This design comes from an exercise in tuning for small area on the open sky130 flow, not from production work. The RTL was checked by simulation tests, not by an equivalence proof against the original design. The clock port is modelled as an ideal driver; clocking choices that lean on that would not hold on a real chip. Power is estimated from default activity; no workload was simulated.

==> flow/design.v (excerpt) <==
module com_fifo_top (
    input  logic               clk,
    input  logic               rst,
    input  com_pkg::cmd_word_t i_rx_data,
    input  logic               i_rx_valid,
    output logic [31:0]        o_tx_data,
    output logic [1:0]         o_tx_tag,
    output logic [1:0]         o_tx_ctx,
    output logic               o_tx_valid,
    input  logic               i_tx_ready
);
Size in the first run: roughly 3000 cells after synthesis, about 110 I/O pins, about 51000 um^2 of cells after synthesis.
clock: 5.5 ns
lec_check: 0
cap_margin: 0
core_margin: 2
core_utilization: 40
cts_buf_list: sky130_fd_sc_hd__clkbuf_8
cts_cluster_diameter: 50
cts_cluster_size: 20
slew_margin: 0
standard.sh (not shown) runs the stock make flow with config.mk's settings and CLKGATE_MAP_FILE= SYNTH_SCRIPT=/design/flow/synth_recipe.tcl, a recipe that flattens the netlist after the stock synthesis.
==> flow/flow/run.sh <==
#!/bin/bash
# Standard synthesis, then its combinational logic re-mapped by ABC for area (registers untouched),
# then the standard layout from that netlist, with the clock tree trimmed and upsized cells stepped back after CTS (post_cts.tcl).
set -euo pipefail
HERE=$PWD
PLAT=$FLOW_HOME/platforms/$FLOW_PLATFORM
LIB=$PLAT/lib/sky130_fd_sc_hd__tt_025C_1v80.lib
YOSYS=$(command -v yosys || echo $FLOW_HOME/../tools/install/yosys/bin/yosys)
RES=$HERE/orfs/results/$FLOW_PLATFORM/com_fifo_top/base

bash standard.sh synth > $HERE/log_1_standard_synth.log 2>&1
cp $RES/1_2_yosys.v $HERE/synth_standard.v
mkdir -p $HERE/std_synth_logs
cp -r $HERE/orfs/logs $HERE/orfs/reports $HERE/std_synth_logs/ 2>/dev/null || true

DU=$(sed -n '/DONT_USE_CELLS/,/^$/p' $PLAT/config.mk | grep -oE "sky130_fd_sc_hd__\w+" | sed 's/^/-dont_use /' | tr '\n' ' ')
sed -e "s#{LIB}#$LIB#g" -e "s#{IN}#$HERE/synth_standard.v#" -e "s#{OUT}#$HERE/synth_remap.v#" \
    -e "s#{TOP}#$FLOW_TOP#" -e "s#{ABC_SCRIPT}#$HERE/flow/remap.abc#" -e "s#{DONT_USE}#$DU#" $HERE/flow/remap.ys > $HERE/remap_run.ys
$YOSYS -q -l $HERE/log_2_remap.log $HERE/remap_run.ys > /dev/null 2>&1

rm -rf $HERE/orfs
bash standard.sh SYNTH_NETLIST_FILES=$HERE/synth_remap.v "BUFFER_PORTS_ARGS=-buffer_cell sky130_fd_sc_hd__buf_1" POST_CTS_TCL=$HERE/flow/post_cts.tcl finish > $HERE/log_3_layout.log 2>&1
==> flow/flow/area_recover.tcl <==
# Post-CTS: step cells that the placement repair sized up back down, one drive strength at a
# time, while setup slack, slews and the library limits stay clear with margin.
set ::ar_min_slack 0.5e-9
set ::ar_max_slew  1.0

proc ar_family_sizes {master} {
  # Same cell family, smaller areas first
  if {![regexp {^(sky130_fd_sc_hd__\w+?)_(\d+)$} $master -> fam drv]} { return {} }
  set res {}
  foreach lc [get_lib_cells ${fam}_*] {
    set n [get_name $lc]
    if {[regexp "^${fam}_(\\d+)\$" $n -> d]} { lappend res [list $d $n] }
  }
  return [lsort -integer -index 0 $res]
}

proc ar_net_slew_ok {inst} {
  foreach p [get_pins -of_objects $inst -filter "direction == output"] {
    set net [get_nets -quiet -of_objects $p]
    if {$net == ""} { continue }
    foreach q [get_pins -of_objects $net] {
      if {[get_property $q slew_max] > $::ar_max_slew} { return 0 }
    }
  }
  return 1
}

proc ar_ok {inst} {
  if {[sta::worst_slack_cmd max] < $::ar_min_slack} { return 0 }
  if {[sta::max_slew_violation_count] > 0} { return 0 }
  if {[sta::max_capacitance_violation_count] > 0} { return 0 }
  if {[sta::max_fanout_violation_count] > 0} { return 0 }
  return [ar_net_slew_ok $inst]
}

estimate_parasitics -placement
set ar_count 0
foreach inst [get_cells *] {
  set name [get_full_name $inst]
  if {[string match "clk*" $name]} { continue }
  set master [get_property $inst ref_name]
  if {![regexp {_(\d+)$} $master -> drv] || $drv <= 1} { continue }
  set sizes [ar_family_sizes $master]
  foreach s $sizes {
    lassign $s d cand
    if {$d >= $drv} { break }
    replace_cell $inst $cand
    estimate_parasitics -placement
    if {[ar_ok $inst]} {
      incr ar_count
      break
    }
    replace_cell $inst $master
    estimate_parasitics -placement
  }
}
puts "area_recover: downsized $ar_count cells"
detailed_placement
check_placement -verbose
==> flow/flow/clk_downsize.tcl <==
# Post-CTS: downsize the clock tree buffers as far as the flip-flop clock-pin slew allows, and
# drop the dummy loads CTS added for balancing. Sizes are only ever lowered; placement is
# legalised again afterwards.
set ::cds_sizes {sky130_fd_sc_hd__clkbuf_2 sky130_fd_sc_hd__clkbuf_4 sky130_fd_sc_hd__clkbuf_8 sky130_fd_sc_hd__clkbuf_16}
set ::cds_limit 0.105

proc cds_sink_pins {inst} {
  # Flip-flop clock pins reached from this buffer
  set out [get_pins -of_objects $inst -filter "direction == output"]
  set net [get_nets -of_objects $out]
  set res {}
  foreach p [get_pins -of_objects $net -filter "direction == input"] {
    set c [get_cells -of_objects $p]
    if {[string match "sky130_fd_sc_hd__clkbuf_*" [get_property $c ref_name]]} {
      set res [concat $res [cds_sink_pins $c]]
    } else {
      lappend res $p
    }
  }
  return $res
}

proc cds_max_slew {pins} {
  set mx 0
  foreach p $pins {
    set s [get_property $p slew_max]
    if {$s > $mx} { set mx $s }
  }
  return $mx
}

estimate_parasitics -placement



# Dummy loads
set removed 0
foreach inst [get_cells clkload*] {
  set out [get_pins -of_objects $inst -filter "direction == output"]
  set net [get_nets -quiet -of_objects $out]
  if {$net == "" || [llength [get_pins -quiet -of_objects $net -filter "direction == input"]] == 0} {
    delete_instance $inst
    incr removed
  }
}
puts "clk_downsize: removed $removed dummy loads"
estimate_parasitics -placement

set changed 0
set area_saved 0.0
foreach inst [get_cells clkbuf_*] {
  set master [get_property $inst ref_name]
  set idx [lsearch $::cds_sizes $master]
  if {$idx <= 0} { continue }
  set sinks [cds_sink_pins $inst]
  for {set j 0} {$j < $idx} {incr j} {
    set cand [lindex $::cds_sizes $j]
    replace_cell $inst $cand
    estimate_parasitics -placement
    if {[cds_max_slew $sinks] <= $::cds_limit} {
      incr changed
      break
    }
    replace_cell $inst $master
    estimate_parasitics -placement
  }
}
puts "clk_downsize: downsized $changed buffers"
estimate_parasitics -placement

detailed_placement
check_placement -verbose
==> flow/flow/remap.abc <==
strash
ifraig
scorr
dc2
dretime
strash
&get -n
&dch -f
&nf -R 1000
&put
==> flow/flow/remap.ys <==
# Re-map the combinational logic of the standard synthesis netlist; registers are kept as they are
read_liberty -ignore_miss_func {LIB}
blackbox sky130_fd_sc_hd__df* sky130_fd_sc_hd__edf* sky130_fd_sc_hd__sdf* sky130_fd_sc_hd__sedf* sky130_fd_sc_hd__dl* sky130_fd_sc_hd__sdl* sky130_fd_sc_hd__conb*
read_verilog {IN}
hierarchy -top {TOP}
flatten
opt -purge
techmap
opt -full
freduce
opt -full
abc -liberty {LIB} {DONT_USE} -script {ABC_SCRIPT}
opt_clean -purge
hilomap -singleton -hicell sky130_fd_sc_hd__conb_1 HI -locell sky130_fd_sc_hd__conb_1 LO
stat -liberty {LIB}
write_verilog -noattr -nohex -nodec {OUT}
Other scripts of this flow, unchanged in this note and not shown: flow/flow/post_cts.tcl
The baseline finished but failed the layout checks on negative setup slack.
Rerun with:
--- a/flow/flow/run.sh
+++ b/flow/flow/run.sh
@@ -18 +18 @@
-    -e "s#{TOP}#$FLOW_TOP#" -e "s#{ABC_SCRIPT}#$HERE/flow/remap.abc#" -e "s#{DONT_USE}#$DU#" $HERE/flow/remap.ys > $HERE/remap_run.ys
+    -e "s#{TOP}#$FLOW_TOP#" -e "s#{DONT_USE}#$DU#" $HERE/flow/remap.ys > $HERE/remap_run.ys
--- a/flow/flow/area_recover.tcl
+++ b/flow/flow/area_recover.tcl
@@ -3 +3 @@
-set ::ar_min_slack 0.5e-9
+set ::ar_min_slack 0.4e-9
--- a/flow/flow/clk_downsize.tcl
+++ b/flow/flow/clk_downsize.tcl
@@ -5 +5 @@
-set ::cds_limit 0.105
+set ::cds_limit 0.110
--- a/flow/flow/remap.ys
+++ b/flow/flow/remap.ys
@@ -8,5 +8 @@
-techmap
-opt -full
-freduce
-opt -full
-abc -liberty {LIB} {DONT_USE} -script {ABC_SCRIPT}
+abc -liberty {LIB} {DONT_USE}
removed: flow/flow/remap.abc
Outcome: Now the flow produced a clean layout. Clock skew went up by 0.18 ns. Final area is lower by about 1.5%. Clock-buffer cell count goes up by 12. Worst setup slack gains 1.0 ns. Wire length went up by 1.4%. Via count increases by about 1.6%. Clock power drops by about 1%. Sequential power barely changes. First-iteration DRC count goes up by about 11%. Final cell count goes down by about 0.8%.
Rerun with:
--- a/flow/flow/remap.ys
+++ b/flow/flow/remap.ys
@@ -7,0 +8,2 @@
+freduce
+opt_clean
Fmax goes down by 2.6%.
Synthesized area stays flat.
Global-route usage stays flat.
Count of clock-buffer cells in the layout went down by 16.
Worst hold slack improved by 0.16 ns.
Clock power is about the same.
Rerun with:
--- a/flow/flow/area_recover.tcl
+++ b/flow/flow/area_recover.tcl
@@ -3 +3 @@
-set ::ar_min_slack 0.4e-9
+set ::ar_min_slack 0.5e-9
--- a/flow/flow/clk_downsize.tcl
+++ b/flow/flow/clk_downsize.tcl
@@ -5 +5 @@
-set ::cds_limit 0.110
+set ::cds_limit 0.105
--- a/flow/flow/remap.ys
+++ b/flow/flow/remap.ys
@@ -8,2 +7,0 @@
-freduce
-opt_clean
=> Clock power came out higher slightly; worst setup slack gains 0.16 ns; first-iteration DRC count came out higher by a few percent; hold slack loses 0.14 ns; area after synthesis stays flat; via count came out higher slightly; cell area came out lower slightly; wire length is about the same; global-route usage hardly moves.

## separate check: timing with driven ports
In the flow no input, the clock included, has a driving cell. The finished layouts below were timed again as built, in two steps.
Step 1: set_driving_cell puts a clkbuf_16 on clk and a buf_2 on each other input, an assumption about the parent block.
Step 2, shift: input delay + t, output delay - t, t = (earliest + latest rising clock arrival at the registers) / 2. This alone moves slack from input paths to output paths.
a / b / c = ideal ports / drivers / drivers and shift; a / b = the first two.
| run | t, ns | setup slack, ns | latest minus earliest clock arrival (ns) | worst data-port slew with drivers (ns) |
|---|---|---|---|---|
| the first run | 0.832 | -0.591 / -0.591 / -0.591 | 0.156 / 0.156 | 0.11 |
| the second run | 0.955 | 0.429 / 0.429 / 0.137 | 0.322 / 0.322 | 0.09 |
| the third run | 0.850 | 0.291 / 0.291 / 0.291 | 0.113 / 0.113 | 0.08 |
| the fourth run | 0.920 | 0.449 / 0.449 / 0.158 | 0.258 / 0.258 | 0.09 |
Clock arrivals are far apart in the second run, so t is only a midpoint there and step 2 fits no single register. For the second run, which loses most, drivers alone change the setup slack by 0.000 ns; drivers and shift together by -0.292 ns.
